Source: an optimization exercise on an open RTL-to-GDS flow (aim: small area and few clock cycles). Production flows keep margins and buffers that such runs may drop.
In this exercise RTL edits were held to simulation tests only and were not proved equivalent to the original.
Power and IR drop assume default switching activity.

==> flow/design.v <==
package axil_split_pkg;
  localparam int ADDR_W = 32;
  localparam int DATA_W = 32;
  localparam int STRB_W = DATA_W / 8;
  localparam int RESP_W = 2;
  localparam logic [ADDR_W-1:0] SPLIT_BASE = 32'h0000_8000;
  localparam int ORD_DEPTH = 5;
endpackage
`timescale 1ns/1ps
import axil_split_pkg::*;
module axil_fifo #(
  parameter int DEPTH = ORD_DEPTH
) (
  input  logic aclk,
  input  logic aresetn,
  input  logic push,
  input  logic push_port,
  output logic full,
  input  logic w_adv,
  output logic w_avail,
  output logic w_port,
  input  logic pop,
  output logic head_port
);
  localparam int CW = $clog2(DEPTH + 1);
  logic [DEPTH-1:0] q;
  logic [CW-1:0]    n;
  logic [CW-1:0]    nw;
  assign full    = (n == CW'(DEPTH));
  assign w_avail = (nw != '0);
  logic [(1 << CW)-1:0] qx;
  assign qx        = {{((1 << CW) - DEPTH){1'b0}}, q};
  assign w_port    = qx[nw - 1'b1];
  assign head_port = qx[n - 1'b1];
  always_ff @(posedge aclk)
  begin
    if (!aresetn)
    begin
      n  <= '0;
      nw <= '0;
    end
    else
    begin
      if (push && !pop)
        n <= n + 1'b1;
      else if (pop && !push)
        n <= n - 1'b1;
      if (push && !w_adv)
        nw <= nw + 1'b1;
      else if (w_adv && !push)
        nw <= nw - 1'b1;
    end
  end
  always_ff @(posedge aclk)
  begin
    if (push)
      q <= {q[DEPTH-2:0], push_port};
  end
endmodule
`timescale 1ns/1ps
import axil_split_pkg::*;
module axil_s_wr_fifos (
  input  logic              aclk,
  input  logic              aresetn,
  input  logic              s_awvalid,
  output logic              s_awready,
  input  logic [ADDR_W-1:0] s_awaddr,
  input  logic              room,
  output logic              take,
  output logic              take_port,
  output logic [1:0]        m_awvalid,
  input  logic [1:0]        m_awready,
  output logic [ADDR_W-1:0] m_awaddr
);
  logic aw_v;
  logic aw_p;
  assign take_port = (s_awaddr >= SPLIT_BASE);
  assign s_awready = room && (!aw_v || m_awready[aw_p]);
  assign take      = s_awvalid && s_awready;
  assign m_awvalid = {aw_v && aw_p, aw_v && !aw_p};
  always_ff @(posedge aclk)
  begin
    if (!aresetn)
      aw_v <= 1'b0;
    else if (take)
      aw_v <= 1'b1;
    else if (m_awready[aw_p])
      aw_v <= 1'b0;
  end
  always_ff @(posedge aclk)
  begin
    if (take)
    begin
      aw_p     <= take_port;
      m_awaddr <= s_awaddr;
    end
  end
endmodule
`timescale 1ns/1ps
import axil_split_pkg::*;
module axil_m_wr_fifos (
  input  logic                   aclk,
  input  logic                   aresetn,
  input  logic                   head_port,
  input  logic [1:0]             m_bvalid,
  output logic [1:0]             m_bready,
  input  logic [1:0][RESP_W-1:0] m_bresp,
  output logic                   take,
  output logic                   s_bvalid,
  input  logic                   s_bready,
  output logic [RESP_W-1:0]      s_bresp
);
  logic              ov;
  logic [RESP_W-1:0] ovr;
  logic              free;
  logic              hv;
  logic [RESP_W-1:0] hr;
  assign hv       = m_bvalid[head_port];
  assign hr       = m_bresp[head_port];
  assign free     = !ov || s_bready;
  assign m_bready = {free && head_port, free && !head_port};
  assign take     = free && hv;
  assign s_bvalid = ov || hv;
  assign s_bresp  = ov ? ovr : hr;
  always_ff @(posedge aclk)
  begin
    if (!aresetn)
      ov <= 1'b0;
    else if (free)
      ov <= take && (ov || !s_bready);
  end
  always_ff @(posedge aclk)
  begin
    if (take)
      ovr <= hr;
  end
endmodule
`timescale 1ns/1ps
import axil_split_pkg::*;
module axil_wr_split (
  input  logic                            aclk,
  input  logic                            aresetn,
  input  logic                            s_awvalid,
  output logic                            s_awready,
  input  logic [axil_split_pkg::ADDR_W-1:0] s_awaddr,
  input  logic                            s_wvalid,
  output logic                            s_wready,
  input  logic [axil_split_pkg::DATA_W-1:0] s_wdata,
  input  logic [axil_split_pkg::STRB_W-1:0] s_wstrb,
  output logic                            s_bvalid,
  input  logic                            s_bready,
  output logic [axil_split_pkg::RESP_W-1:0] s_bresp,
  output logic                            m0_awvalid,
  input  logic                            m0_awready,
  output logic [axil_split_pkg::ADDR_W-1:0] m0_awaddr,
  output logic                            m0_wvalid,
  input  logic                            m0_wready,
  output logic [axil_split_pkg::DATA_W-1:0] m0_wdata,
  output logic [axil_split_pkg::STRB_W-1:0] m0_wstrb,
  input  logic                            m0_bvalid,
  output logic                            m0_bready,
  input  logic [axil_split_pkg::RESP_W-1:0] m0_bresp,
  output logic                            m1_awvalid,
  input  logic                            m1_awready,
  output logic [axil_split_pkg::ADDR_W-1:0] m1_awaddr,
  output logic                            m1_wvalid,
  input  logic                            m1_wready,
  output logic [axil_split_pkg::DATA_W-1:0] m1_wdata,
  output logic [axil_split_pkg::STRB_W-1:0] m1_wstrb,
  input  logic                            m1_bvalid,
  output logic                            m1_bready,
  input  logic [axil_split_pkg::RESP_W-1:0] m1_bresp
);
  logic              full;
  logic              take;
  logic              take_port;
  logic              w_avail;
  logic              w_port;
  logic              w_go;
  logic              head_port;
  logic              b_take;
  logic [1:0]        m_awvalid;
  logic [ADDR_W-1:0] m_awaddr;
  axil_s_wr_fifos u_aw (
    .aclk      (aclk),
    .aresetn   (aresetn),
    .s_awvalid (s_awvalid),
    .s_awready (s_awready),
    .s_awaddr  (s_awaddr),
    .room      (!full || b_take),
    .take      (take),
    .take_port (take_port),
    .m_awvalid (m_awvalid),
    .m_awready ({m1_awready, m0_awready}),
    .m_awaddr  (m_awaddr)
  );
  assign {m1_awvalid, m0_awvalid} = m_awvalid;
  assign m0_awaddr = {{(ADDR_W-15){1'b0}}, m_awaddr[14:0]};
  assign m1_awaddr = m_awaddr;
  axil_fifo u_ord (
    .aclk      (aclk),
    .aresetn   (aresetn),
    .push      (take),
    .push_port (take_port),
    .full      (full),
    .w_adv     (w_go),
    .w_avail   (w_avail),
    .w_port    (w_port),
    .pop       (b_take),
    .head_port (head_port)
  );
  assign m0_wvalid = s_wvalid && w_avail && !w_port;
  assign m1_wvalid = s_wvalid && w_avail && w_port;
  assign m0_wdata  = s_wdata;
  assign m1_wdata  = s_wdata;
  assign m0_wstrb  = s_wstrb;
  assign m1_wstrb  = s_wstrb;
  assign s_wready  = w_avail && (w_port ? m1_wready : m0_wready);
  assign w_go      = s_wvalid && s_wready;
  axil_m_wr_fifos u_b (
    .aclk      (aclk),
    .aresetn   (aresetn),
    .head_port (head_port),
    .m_bvalid  ({m1_bvalid, m0_bvalid}),
    .m_bready  ({m1_bready, m0_bready}),
    .m_bresp   ({m1_bresp, m0_bresp}),
    .take      (b_take),
    .s_bvalid  (s_bvalid),
    .s_bready  (s_bready),
    .s_bresp   (s_bresp)
  );
endmodule
export LEC_CHECK = 0
export CAP_MARGIN = 20
export CORE_MARGIN = 2
export CORE_UTILIZATION = 60
export CTS_BUF_LIST = sky130_fd_sc_hd__clkbuf_8
export PLACE_DENSITY = 0.75
export SLEW_MARGIN = 20
create_clock -name core_clock -period 5.0 [get_ports {aclk}]
standard.sh (not shown) runs the stock make flow with config.mk's settings and CLKGATE_MAP_FILE= SYNTH_SCRIPT=/design/flow/synth_recipe.tcl, a recipe that flattens the netlist after the stock synthesis.
==> flow/flow/run.sh <==
#!/bin/bash
# Standard layout, with the smallest buffer on every input and output port.
export BUFFER_PORTS_ARGS="-buffer_cell sky130_fd_sc_hd__buf_1"
bash standard.sh > standard.log 2>&1
Testbench counts at the start, summed over its fixed seeds: cycles 10,137.
Change:
--- a/flow/design.v
+++ b/flow/design.v
@@ -2,11 +2,11 @@
   localparam int ADDR_W = 32;
   localparam int DATA_W = 32;
   localparam int STRB_W = DATA_W / 8;
   localparam int RESP_W = 2;
   localparam logic [ADDR_W-1:0] SPLIT_BASE = 32'h0000_8000;
-  localparam int ORD_DEPTH = 5;
+  localparam int ORD_DEPTH = 6;
 endpackage
 `timescale 1ns/1ps
 import axil_split_pkg::*;
 module axil_fifo #(
   parameter int DEPTH = ORD_DEPTH
Outcome: Sequential share of layout area falls by 0.81 points; via count rises by 6.9%; synthesized area rises by about 3%; setup slack improves by 0.15 ns; critical path depth does not change; synthesized cell count rises by about 1.7%; total power rises by 11%; routed wire length barely changes; final cell count rises by 1.6%; design area rises by about 4%; clock power rises by 9.1%; flip-flop and latch count rises by 1; non-clock buffer count does not change.
Testbench counts after the change, summed over its fixed seeds: cycles 9,863.

## static timing again, ports no longer ideal
No port has a modelled driver above. Below, the same layouts with a new extraction and two added sets of constraints.
Step 1 assumes that a clkbuf_16 drives the clock port and a buf_2 every other input.
Step 2 also shifts input and output timing later by t, the mid clock arrival at the registers, as if the neighbouring blocks saw the same clock.
Three values: no drivers, after step 1, after step 2; two values: the first two.
run | t, ns | setup WS [ns] | clock arrival spread, ns | worst register clock-pin slew, ns
the first run | 0.323 | 1.291 / 1.291 / 1.291 | 0.007 / 0.007 | 0.09 / 0.09
the second run | 0.317 | 1.446 / 1.446 / 1.446 | 0.005 / 0.005 | 0.09 / 0.09
After both steps setup and hold are still met in every run listed.
